Background: an optimization exercise with open tools, aiming at small area and a short achievable clock period. Do not read the settings as production practice. Function was checked by simulation only, so behaviour that the tests miss may differ from the original. Power is estimated from default activity; no workload was simulated.

==> flow/design.v (excerpt) <==
module strided_copy #(
    parameter int REQ_W = copy_cfg_pkg::REQ_W_DEFAULT
) (
    input  logic                            clk,
    input  logic                            reset_n,
    input  logic                            init_pulse,
    input  logic [REQ_W-1:0]                areq_num,
    input  logic [copy_cfg_pkg::ADDR_W*(1+2*copy_cfg_pkg::NUM_DIMS)-1:0] rd_pattern,
    input  logic [copy_cfg_pkg::ADDR_W*(1+2*copy_cfg_pkg::NUM_DIMS)-1:0] wr_pattern,
    input  logic [copy_cfg_pkg::DATA_W-1:0] rdata,
    input  logic                            rdata_vld,
    output logic [copy_cfg_pkg::ADDR_W-1:0] rd_req_addr,
    output logic                            rd_req_vld,
    output logic [copy_cfg_pkg::ADDR_W-1:0] wr_addr,
    output logic [copy_cfg_pkg::DATA_W-1:0] wr_data,
    output logic                            wr_vld,
    output logic                            finish
);
Settings: LEC_CHECK=0, ABC_CLOCK_PERIOD_IN_PS=2700, CAP_MARGIN=20, CORE_AREA=5 5 505 505, DIE_AREA=0 0 510 510, SETUP_SLACK_MARGIN=2.9, SLEW_MARGIN=20; clock period 5.3 ns.
standard.sh (not shown) runs the stock make flow with config.mk's settings and CLKGATE_MAP_FILE= SYNTH_SCRIPT=/design/flow/synth_recipe.tcl, a recipe that flattens the netlist after the stock synthesis.
==> flow/flow/run.sh <==
#!/bin/bash
# The standard layout, with these changes: each data bit's input and
# output pins are placed side by side (flow/pins.tcl, read just before pin
# placement), the port buffers are the smallest buffer (the resizer upsizes
# the ones on critical paths), and CTS adds no dummy loads. The make output
# goes to flow.log; ORFS keeps each step's log under orfs/logs/.
set -uo pipefail
export PRE_IO_PLACEMENT_TCL="$PWD/flow/pins.tcl"
export BUFFER_PORTS_ARGS="-buffer_cell sky130_fd_sc_hd__buf_1"
export CTS_ARGS="-sink_clustering_enable -repair_clock_nets -dont_use_dummy_load"
bash standard.sh > flow.log 2>&1
==> flow/flow/pins.tcl <==
# Keep each data bit's input and output pins side by side, so the register
# between them sits next to both.
for {set i 0} {$i < 512} {incr i} {
  set_io_pin_constraint -group -order -pin_names [list "rdata\[$i\]" "wr_data\[$i\]"]
}
The first run finished clean.
Rerun with:
==> flow/flow/run.sh (replaced) <==
#!/bin/bash
# The standard layout, with two changes: the port buffers are the smallest
# buffer (the resizer upsizes the ones on critical paths), and CTS adds no
# dummy loads. The make output goes to flow.log; ORFS keeps each step's log
# under orfs/logs/.
set -uo pipefail
export BUFFER_PORTS_ARGS="-buffer_cell sky130_fd_sc_hd__buf_1"
export CTS_ARGS="-sink_clustering_enable -repair_clock_nets -dont_use_dummy_load"
bash standard.sh > flow.log 2>&1
--- a/flow/config.mk
+++ b/flow/config.mk
@@ -10,4 +10,4 @@
 export CORE_AREA = 5 5 505 505
 export DIE_AREA = 0 0 510 510
-export SETUP_SLACK_MARGIN = 2.9
+export SETUP_SLACK_MARGIN = 2.6
 export SLEW_MARGIN = 20
removed: flow/flow/pins.tcl
Result:
- non-clock buffer count came out lower by 86
- cell area fell by a few percent
- die area is unchanged
- sequential share of layout area goes up by 1.3 points
- global-route usage climbs by 13 points
- setup slack gets worse by 0.087 ns
- synthesized cell count stays the same
- synthesized area stays the same
Rerun with:
==> flow/flow/run.sh (replaced) <==
#!/bin/bash
# The standard layout, with these changes: each data bit's input and
# output pins are placed side by side (flow/pins.tcl, read just before pin
# placement), the port buffers are the smallest buffer (the resizer upsizes
# the ones on critical paths), and CTS adds no dummy loads and drives the registers through clkbuf_8. The make output
# goes to flow.log; ORFS keeps each step's log under orfs/logs/.
set -uo pipefail
export PRE_IO_PLACEMENT_TCL="$PWD/flow/pins.tcl"
export BUFFER_PORTS_ARGS="-buffer_cell sky130_fd_sc_hd__buf_1"
export CTS_ARGS="-sink_clustering_enable -repair_clock_nets -dont_use_dummy_load -buf_list {sky130_fd_sc_hd__clkbuf_8 sky130_fd_sc_hd__clkbuf_16} -root_buf sky130_fd_sc_hd__clkbuf_16 -tree_buf sky130_fd_sc_hd__clkbuf_16 -sink_clustering_buffer sky130_fd_sc_hd__clkbuf_8"
bash standard.sh > flow.log 2>&1
==> flow/flow/pins.tcl (new file) <==
# Keep each data bit's input and output pins side by side, so the register
# between them sits next to both.
for {set i 0} {$i < 512} {incr i} {
  set_io_pin_constraint -group -order -pin_names [list "rdata\[$i\]" "wr_data\[$i\]"]
}
--- a/flow/config.mk
+++ b/flow/config.mk
@@ -10,4 +10,5 @@
 export CORE_AREA = 5 5 505 505
 export DIE_AREA = 0 0 510 510
-export SETUP_SLACK_MARGIN = 2.6
+export PLACE_DENSITY = 0.45
+export SETUP_SLACK_MARGIN = 2.75
 export SLEW_MARGIN = 20
Result: The new run completed without violations; critical path depth shrinks by 2; sequential power is about the same; wire length drops by about 47%; synthesized cell count stays the same; flip-flop and latch count is unchanged; maximum frequency grows by 4.2%; clock power goes down by 17%; area after synthesis does not change; utilization is about the same; final area fell by about 0.37%.

strided_copy again, from the RTL that the note above started with.
==> flow/design.v (excerpt) <==
module strided_copy #(
    parameter int REQ_W = copy_cfg_pkg::REQ_W_DEFAULT
) (
    input  logic                            clk,
    input  logic                            reset_n,
    input  logic                            init_pulse,
    input  logic [REQ_W-1:0]                areq_num,
    input  logic [copy_cfg_pkg::ADDR_W*(1+2*copy_cfg_pkg::NUM_DIMS)-1:0] rd_pattern,
    input  logic [copy_cfg_pkg::ADDR_W*(1+2*copy_cfg_pkg::NUM_DIMS)-1:0] wr_pattern,
    input  logic [copy_cfg_pkg::DATA_W-1:0] rdata,
    input  logic                            rdata_vld,
    output logic [copy_cfg_pkg::ADDR_W-1:0] rd_req_addr,
    output logic                            rd_req_vld,
    output logic [copy_cfg_pkg::ADDR_W-1:0] wr_addr,
    output logic [copy_cfg_pkg::DATA_W-1:0] wr_data,
    output logic                            wr_vld,
    output logic                            finish
);
    copy_types_pkg::addr_pattern_t   rd_pat;
    copy_types_pkg::addr_pattern_t   wr_pat;
    logic                            prime;     
    always_ff @(posedge clk) begin
        prime <= init_pulse;
    end
    assign rd_pat = rd_pattern;
    assign wr_pat = wr_pattern;
    copy_sequencer #(.REQ_W(REQ_W)) u_seq (
        .clk        (clk)
    ,   .reset_n    (reset_n)
    ,   .init_pulse (init_pulse)
    ,   .areq_num   (areq_num)
    ,   .rdata_vld  (rdata_vld)
    ,   .rd_vld     (rd_req_vld)
    ,   .finish     (finish)
    );
    nested_addr_gen u_rd_gen (
        .clk        (clk)
    ,   .init_pulse (init_pulse)
    ,   .prime      (prime)
    ,   .pattern    (rd_pat)
    ,   .step       (rd_req_vld)
    ,   .addr       (rd_req_addr)
    );
    nested_addr_gen u_wr_gen (
        .clk        (clk)
    ,   .init_pulse (init_pulse)
    ,   .prime      (prime)
    ,   .pattern    (wr_pat)
    ,   .step       (wr_vld)
    ,   .addr       (wr_addr)
    );
    write_stage u_wr_stage (
        .clk        (clk)
    ,   .reset_n    (reset_n)
    ,   .rdata      (rdata)
    ,   .rdata_vld  (rdata_vld)
  ...
==> flow/config.mk <==
export PLATFORM = sky130hd
export DESIGN_NAME = strided_copy
export DESIGN_NICKNAME = strided_copy
export VERILOG_FILES = /design/flow/design.v
export SDC_FILE = /design/flow/constraint.sdc
export NUM_CORES = 4
export LEC_CHECK = 0
export ABC_CLOCK_PERIOD_IN_PS = 2700
export CAP_MARGIN = 20
export CORE_AREA = 5 5 505 505
export DIE_AREA = 0 0 510 510
export SETUP_SLACK_MARGIN = 2.3
export SLEW_MARGIN = 20
==> flow/constraint.sdc <==
create_clock -name core_clock -period 5.3 [get_ports {clk}]
set_input_delay 1.0600 -clock core_clock [delete_from_list [all_inputs] [get_ports {clk}]]
set_output_delay 1.0600 -clock core_clock [all_outputs]
set_load 0.01 [all_outputs]
==> flow/flow/run.sh <==
#!/bin/bash
# The standard layout, with these changes: each data bit's input and
# output pins are placed side by side (flow/pins.tcl, read just before pin
# placement), the port buffers are the smallest buffer (the resizer upsizes
# the ones on critical paths), and CTS adds no dummy loads. The make output
# goes to flow.log; ORFS keeps each step's log under orfs/logs/.
set -uo pipefail
export PRE_IO_PLACEMENT_TCL="$PWD/flow/pins.tcl"
export BUFFER_PORTS_ARGS="-buffer_cell sky130_fd_sc_hd__buf_1"
export CTS_ARGS="-sink_clustering_enable -repair_clock_nets -dont_use_dummy_load"
bash standard.sh > flow.log 2>&1
==> flow/flow/pins.tcl <==
# Keep each data bit's input and output pins side by side, so the register
# between them sits next to both.
for {set i 0} {$i < 512} {incr i} {
  set_io_pin_constraint -group -order -pin_names [list "rdata\[$i\]" "wr_data\[$i\]"]
}
==> next run, changes <==
Settings changed: SETUP_SLACK_MARGIN 2.3 to 2.6.
After rerunning: Final area came out higher slightly; die area stays the same; routed wire length came out lower by a few percent; global-route usage came out lower by 0.45 points; power came out higher slightly; count of clock-buffer cells in the layout came out lower by 5; worst hold slack degrades by 48 ps.
==> next run, changes <==
==> flow/flow/run.sh (replaced) <==
#!/bin/bash
# The standard layout, with these changes: each data bit's input and
# output pins are placed side by side (flow/pins.tcl, read just before pin
# placement), the port buffers are the smallest buffer (the resizer upsizes
# the ones on critical paths), and CTS adds no dummy loads and drives the registers through clkbuf_8. The make output
# goes to flow.log; ORFS keeps each step's log under orfs/logs/.
set -uo pipefail
export PRE_IO_PLACEMENT_TCL="$PWD/flow/pins.tcl"
export BUFFER_PORTS_ARGS="-buffer_cell sky130_fd_sc_hd__buf_1"
export CTS_ARGS="-sink_clustering_enable -repair_clock_nets -dont_use_dummy_load -buf_list {sky130_fd_sc_hd__clkbuf_8 sky130_fd_sc_hd__clkbuf_16} -root_buf sky130_fd_sc_hd__clkbuf_16 -tree_buf sky130_fd_sc_hd__clkbuf_16 -sink_clustering_buffer sky130_fd_sc_hd__clkbuf_8"
bash standard.sh > flow.log 2>&1
What happened:
- flip-flop and latch count stays the same
- worst setup slack improved by 43 ps
- routed wire length rose by 0.60%
- count of clock-buffer cells in the layout increases by 75
- register-to-register slack improved by 40 ps
- critical path depth goes down by 2
- non-clock buffer count climbs by 1
- via count climbs by 0.77%
==> next run, changes <==
==> flow/flow/run.sh (replaced) <==
#!/bin/bash
# The standard layout, with these changes: the port buffers are the
# smallest buffer (the resizer upsizes the ones on critical paths), and CTS
# adds no dummy loads and uses clkbuf_8 in larger sink clusters. The make
# output goes to flow.log; ORFS keeps each step's log under orfs/logs/.
set -uo pipefail
export BUFFER_PORTS_ARGS="-buffer_cell sky130_fd_sc_hd__buf_1"
export CTS_ARGS="-sink_clustering_enable -repair_clock_nets -dont_use_dummy_load -buf_list sky130_fd_sc_hd__clkbuf_8 -sink_clustering_size 20 -sink_clustering_max_diameter 60"
bash standard.sh > flow.log 2>&1
removed: flow/flow/pins.tcl
Outcome: Routed wire length came out higher by about 90%. Global-route usage went up by 13 points. Via count rises by 7.3%. Die area stays the same. Register-to-register slack got worse by 20 ps. Worst hold slack degrades by 150 ps.

Setup of run A:
The RTL this note starts from:
==> flow/design.v <==
`default_nettype none
package copy_cfg_pkg;
    localparam int ADDR_W = 16;
    localparam int DATA_BYTES = 64;
    localparam int DATA_W     = DATA_BYTES * 8;
    localparam int NUM_DIMS = 6;
    localparam int REQ_W_DEFAULT = 16;
endpackage : copy_cfg_pkg
`default_nettype wire
`default_nettype none
package copy_types_pkg;
    localparam int ADDR_W   = 16;
    localparam int DATA_W   = 64 * 8;
    localparam int NUM_DIMS = 6;
    typedef struct packed {
        logic [ADDR_W-1:0]                   base;
        logic [NUM_DIMS-1:0][ADDR_W-1:0] size;
        logic [NUM_DIMS-1:0][ADDR_W-1:0] stride;
    } addr_pattern_t;
    typedef struct packed {
        logic [ADDR_W-1:0] addr;
        logic              vld;
    } rd_req_t;
    typedef struct packed {
        logic [ADDR_W-1:0] addr;
        logic [DATA_W-1:0] data;
        logic              vld;
    } wr_beat_t;
endpackage : copy_types_pkg
`default_nettype wire
`default_nettype none
module req_counter #(
    parameter int CNT_W = copy_cfg_pkg::REQ_W_DEFAULT
) (
    input  logic             clk,
    input  logic             load,
    input  logic [CNT_W-1:0] load_val,
    input  logic             dec,
    output logic [CNT_W-1:0] count
);
    always_ff @(posedge clk) begin
        if (load)     count <= load_val;
        else if (dec) count <= count - 1'b1;
    end
endmodule
`default_nettype wire
`default_nettype none
module nested_addr_gen (
    input  logic                            clk,
    input  logic                            init_pulse,
    input  logic                            prime,      
    input  copy_types_pkg::addr_pattern_t   pattern,
    input  logic                            step,
    output logic [copy_cfg_pkg::ADDR_W-1:0] addr
);
    localparam int ND = copy_cfg_pkg::NUM_DIMS;
    localparam int AW = copy_cfg_pkg::ADDR_W;
    logic [AW-1:0]          base_q;
    logic [AW-1:0]          back_q;     
    logic [ND-1:0][AW-1:0]  size_q;
    logic [ND-1:0]          tiny_q;     
    logic [ND-1:0][AW-1:0]  cnt_q;      
    logic [ND-1:0]          last_q;     
    logic [ND-1:0]          pen_q;      
    logic [ND-1:0][AW-1:0]  jmp_q;      
    logic [ND-1:0]          jmp_ok;
    logic [ND-1:0]          sel_q;      
    logic [AW-1:0]          jn_q;       
    logic                   okn_q;      
    logic [ND-1:0]          below;      
    logic [ND-1:0]          last_nx;
    logic [ND-1:0]          ok_nx;
    logic [ND-1:0]          sel_nx;
    logic [AW-1:0]          jn_nx;
    logic                   okn_nx;
    logic                   adv;        
    assign adv = step | prime;
    always_comb begin
        logic seen;
        seen = 1'b0;
        for (int d = 0; d < ND; d++) begin
            seen     = seen | sel_q[d];
            below[d] = ~seen;
        end
    end
    always_comb begin
        for (int d = 0; d < ND; d++) begin
            last_nx[d] = last_q[d];
            ok_nx[d]   = jmp_ok[d];
            if (adv) begin
                if (below[d])      last_nx[d] = tiny_q[d];
                else if (sel_q[d]) last_nx[d] = pen_q[d];
                if (sel_q[d])      ok_nx[d]   = 1'b1;
            end
        end
    end
    always_comb begin
        logic carry;
        carry = 1'b1;
        for (int d = 0; d < ND; d++) begin
            sel_nx[d] = carry & ~last_nx[d];
            carry     = carry & last_nx[d];
        end
    end
    always_comb begin
        jn_nx  = '0;
        okn_nx = 1'b0;
        for (int d = 0; d < ND; d++) begin
            jn_nx  = jn_nx | ({AW{sel_nx[d]}} & jmp_q[d]);
            okn_nx = okn_nx | (sel_nx[d] & ok_nx[d]);
        end
    end
    always_ff @(posedge clk) begin
        if (init_pulse) begin
            base_q <= pattern.base;
            size_q <= pattern.size;
            jmp_q  <= pattern.stride;
            jmp_ok <= '0;
            for (int d = 0; d < ND; d++)
                tiny_q[d] <= (pattern.size[d][AW-1:1] == '0);
        end else begin
            last_q <= last_nx;
            jmp_ok <= ok_nx;
            if (adv) begin
                addr   <= (okn_q ? addr : base_q) + jn_q;
                back_q <= (okn_q ? back_q : '0) - jn_q;
                for (int d = 0; d < ND; d++) begin
                    if (below[d]) begin
                        cnt_q[d] <= size_q[d];
                        pen_q[d] <= (size_q[d] == AW'(2));
                    end else if (sel_q[d]) begin
                        cnt_q[d] <= cnt_q[d] - 1'b1;
                        pen_q[d] <= (cnt_q[d] == AW'(3));
                    end
                    if (sel_q[d] & ~jmp_ok[d]) jmp_q[d] <= back_q + jn_q;
                end
            end
        end
    end
    always_ff @(posedge clk) begin
        if (init_pulse) begin
            sel_q <= '0;
            jn_q  <= '0;
            okn_q <= 1'b0;
        end else begin
            sel_q <= sel_nx;
            jn_q  <= jn_nx;
            okn_q <= okn_nx;
        end
    end
endmodule
`default_nettype wire
`default_nettype none
module copy_sequencer #(
    parameter int REQ_W = copy_cfg_pkg::REQ_W_DEFAULT
) (
    input  logic             clk,
    input  logic             reset_n,
    input  logic             init_pulse,
    input  logic [REQ_W-1:0] areq_num,
    input  logic             rdata_vld,
    output logic             rd_vld,      
    output logic             finish
);
    logic             active;      
    logic             rd_go;
    logic             last_pre;    
    logic [REQ_W-1:0] rd_left;     
    logic [REQ_W-1:0] rsp_left;    
    always_ff @(posedge clk or negedge reset_n) begin
        if (~reset_n)        active <= 1'b0;
        else if (init_pulse) active <= 1'b1;
    end
    assign rd_go = active & (rd_left != '0);
    req_counter #(.CNT_W(REQ_W)) u_rd_cnt (
        .clk      (clk)
    ,   .load     (init_pulse)
    ,   .load_val (areq_num)
    ,   .dec      (rd_go)
    ,   .count    (rd_left)
    );
    req_counter #(.CNT_W(REQ_W)) u_rsp_cnt (
        .clk      (clk)
    ,   .load     (init_pulse)
    ,   .load_val (areq_num)
    ,   .dec      (rdata_vld)
    ,   .count    (rsp_left)
    );
    always_ff @(posedge clk or negedge reset_n) begin
        if (~reset_n) begin
            rd_vld   <= 1'b0;
            last_pre <= 1'b0;
            finish   <= 1'b0;
        end else begin
            rd_vld   <= rd_go;
            last_pre <= (rdata_vld & (rsp_left == REQ_W'(1)))
                      | (init_pulse & (areq_num == '0));
            finish   <= last_pre;
        end
    end
endmodule
`default_nettype wire
`default_nettype none
module write_stage (
    input  logic                            clk,
    input  logic                            reset_n,
    input  logic [copy_cfg_pkg::DATA_W-1:0] rdata,
    input  logic                            rdata_vld,
    output logic [copy_cfg_pkg::DATA_W-1:0] wdata,
    output logic                            wvld
);
    always_ff @(posedge clk) begin
        wdata <= rdata;
    end
    always_ff @(posedge clk or negedge reset_n) begin
        if (~reset_n) wvld <= 1'b0;
        else          wvld <= rdata_vld;
    end
endmodule
`default_nettype wire
`default_nettype none
module strided_copy #(
    parameter int REQ_W = copy_cfg_pkg::REQ_W_DEFAULT
) (
    input  logic                            clk,
    input  logic                            reset_n,
    input  logic                            init_pulse,
    input  logic [REQ_W-1:0]                areq_num,
    input  logic [copy_cfg_pkg::ADDR_W*(1+2*copy_cfg_pkg::NUM_DIMS)-1:0] rd_pattern,
    input  logic [copy_cfg_pkg::ADDR_W*(1+2*copy_cfg_pkg::NUM_DIMS)-1:0] wr_pattern,
    input  logic [copy_cfg_pkg::DATA_W-1:0] rdata,
    input  logic                            rdata_vld,
    output logic [copy_cfg_pkg::ADDR_W-1:0] rd_req_addr,
    output logic                            rd_req_vld,
    output logic [copy_cfg_pkg::ADDR_W-1:0] wr_addr,
    output logic [copy_cfg_pkg::DATA_W-1:0] wr_data,
    output logic                            wr_vld,
    output logic                            finish
);
    copy_types_pkg::addr_pattern_t   rd_pat;
    copy_types_pkg::addr_pattern_t   wr_pat;
    logic                            prime;     
    always_ff @(posedge clk) begin
        prime <= init_pulse;
    end
    assign rd_pat = rd_pattern;
    assign wr_pat = wr_pattern;
    copy_sequencer #(.REQ_W(REQ_W)) u_seq (
        .clk        (clk)
    ,   .reset_n    (reset_n)
    ,   .init_pulse (init_pulse)
    ,   .areq_num   (areq_num)
    ,   .rdata_vld  (rdata_vld)
    ,   .rd_vld     (rd_req_vld)
    ,   .finish     (finish)
    );
    nested_addr_gen u_rd_gen (
        .clk        (clk)
    ,   .init_pulse (init_pulse)
    ,   .prime      (prime)
    ,   .pattern    (rd_pat)
    ,   .step       (rd_req_vld)
    ,   .addr       (rd_req_addr)
    );
    nested_addr_gen u_wr_gen (
        .clk        (clk)
    ,   .init_pulse (init_pulse)
    ,   .prime      (prime)
    ,   .pattern    (wr_pat)
    ,   .step       (wr_vld)
    ,   .addr       (wr_addr)
    );
    write_stage u_wr_stage (
        .clk        (clk)
    ,   .reset_n    (reset_n)
    ,   .rdata      (rdata)
    ,   .rdata_vld  (rdata_vld)
    ,   .wdata      (wr_data)
    ,   .wvld       (wr_vld)
    );
endmodule
`default_nettype wire
clock: 5.3 ns
lec_check: 0
abc_clock_period_in_ps: 2700
cap_margin: 20
core_area: 5 5 505 505
die_area: 0 0 510 510
place_density: 0.75
setup_slack_margin: 2.75
slew_margin: 20
==> flow/flow/run.sh <==
#!/bin/bash
# The standard layout, with these changes: each data bit's input and
# output pins are placed side by side (flow/pins.tcl, read just before pin
# placement), the port buffers are the smallest buffer (the resizer upsizes
# the ones on critical paths), and CTS adds no dummy loads and drives the registers through clkbuf_8. The make output
# goes to flow.log; ORFS keeps each step's log under orfs/logs/.
set -uo pipefail
export PRE_IO_PLACEMENT_TCL="$PWD/flow/pins.tcl"
export BUFFER_PORTS_ARGS="-buffer_cell sky130_fd_sc_hd__buf_1"
export CTS_ARGS="-sink_clustering_enable -repair_clock_nets -dont_use_dummy_load -buf_list {sky130_fd_sc_hd__clkbuf_8 sky130_fd_sc_hd__clkbuf_16} -root_buf sky130_fd_sc_hd__clkbuf_16 -tree_buf sky130_fd_sc_hd__clkbuf_16 -sink_clustering_buffer sky130_fd_sc_hd__clkbuf_8"
bash standard.sh > flow.log 2>&1
==> flow/flow/pins.tcl <==
# Keep each data bit's input and output pins side by side, so the register
# between them sits next to both.
for {set i 0} {$i < 512} {incr i} {
  set_io_pin_constraint -group -order -pin_names [list "rdata\[$i\]" "wr_data\[$i\]"]
}
Run A: no failed stages, no open violations at the end
Edits applied to the flow inputs when going from run A to run B:
- a change of SETUP_SLACK_MARGIN from 2.75 to 2.6
- a deleted PLACE_DENSITY that had been 0.75
- an added GPL_ROUTABILITY_DRIVEN of 0
[summary]
- Summary of the comparison: total met3 wirelength after detailed routing is lower in run B, relative to run A.
- Compared with run A, in run B clock-buffer cell count increased by 10 relative to the old numbers, post-route clock skew increased by 0.0076 ns relative to the old numbers.
- Pre-CTS setup slack for run B: 0.056 ns down relative to run A
Input-level comparison between run C and run B:
- SETUP_SLACK_MARGIN changed from 2.6 to 2.75
- GPL_ROUTABILITY_DRIVEN removed (was 0)
Findings:
- Maximum clock frequency in run C vs run B: up about 5%
- Summary of run C over run B: overall overflow remaining after global route roughly the same; largest net degree at the start of global routing went down about 30%; core utilization went up 0.36 points; clock buffer count lower.
- The via count of run C and that of run B are within noise of each other.
- Summary of run C over run B: reported combinational group power increased by 7.8% relative to the old numbers, total power increased 1.6%.
- Between run B and run C, the sequential cell area in the final layout does not differ in any meaningful way.
- Sequential power share for run C is lower than for run B.
> inputs changed (run C -> run D)
- SETUP_SLACK_MARGIN now 2.85, was 2.75
--- outcome ---
The flow did not stop early for run D: all stages ran, and the layout cleared the timing, DRC and antenna checks. Compared with run C, in run D share of power burned in combinational logic +1.5 points, setup slack of the most critical reg-to-reg path has decreased, total power has increased, number of sinks handled by clock tree synthesis has remained practically unchanged, sequential share of layout area dropped 0.59 points. Per the comparison of run D with run C, aggregate routed wire length went up, net switching fraction of the power higher, post-route fraction of the period consumed by the critical path higher, area after synthesis roughly the same. Number of buffers created by CTS, run C and run D: smaller value in run D. Type of the worst setup path: flop to flop -> run D, flop to output port -> run C.

-- port drivers added, routing unchanged --
No port has a modelled driver above. Below, the same layouts with a new extraction and two added sets of constraints. Step 1 sets driving cells, clkbuf_16 on the clock port and buf_2 on the other inputs (assumed; they add their load-dependent delay and slew). Step 2, shift: input delay + t, output delay - t, t = (earliest + latest rising clock arrival at the registers) / 2. This alone moves slack from input paths to output paths. Three values: ideal ports, drivers, drivers and shift; two values: the first two.
run	t, ns	setup WS [ns]	worst setup path at the end	worst register clock-pin slew, ns	cell pins on the clock port's net
the first run of note 1	0.830	2.638 / 2.638 / 2.098	input to register	0.07 / 0.07	1
the second run of note 1	0.873	2.552 / 2.494 / 1.715	input to register	0.07 / 0.07	1
the third run of note 1	0.830	2.662 / 2.662 / 2.112	input to register	0.06 / 0.06	1
the first run of note 2	0.820	2.312 / 2.312 / 1.829	input to register	0.06 / 0.06	1
the second run of note 2	0.818	2.555 / 2.555 / 1.857	input to register	0.07 / 0.07	1
the third run of note 2	0.825	2.598 / 2.598 / 1.847	input to register	0.07 / 0.07	1
the fourth run of note 2	0.972	2.575 / 2.515 / 1.725	input to register	0.12 / 0.12	1
run A	0.854	2.690 / 2.655 / 2.139	input to register	0.07 / 0.07	1
run B	0.870	2.564 / 2.564 / 1.941	input to register	0.07 / 0.07	1
run C	0.859	2.689 / 2.599 / 1.937	input to register	0.06 / 0.06	1
run D	0.827	2.650 / 2.650 / 2.072	input to register	0.06 / 0.06	1
After both steps every run listed still meets setup and hold. For the fourth run of note 2, which loses most, drivers alone change the setup slack by -0.060 ns; drivers and shift together by -0.850 ns.
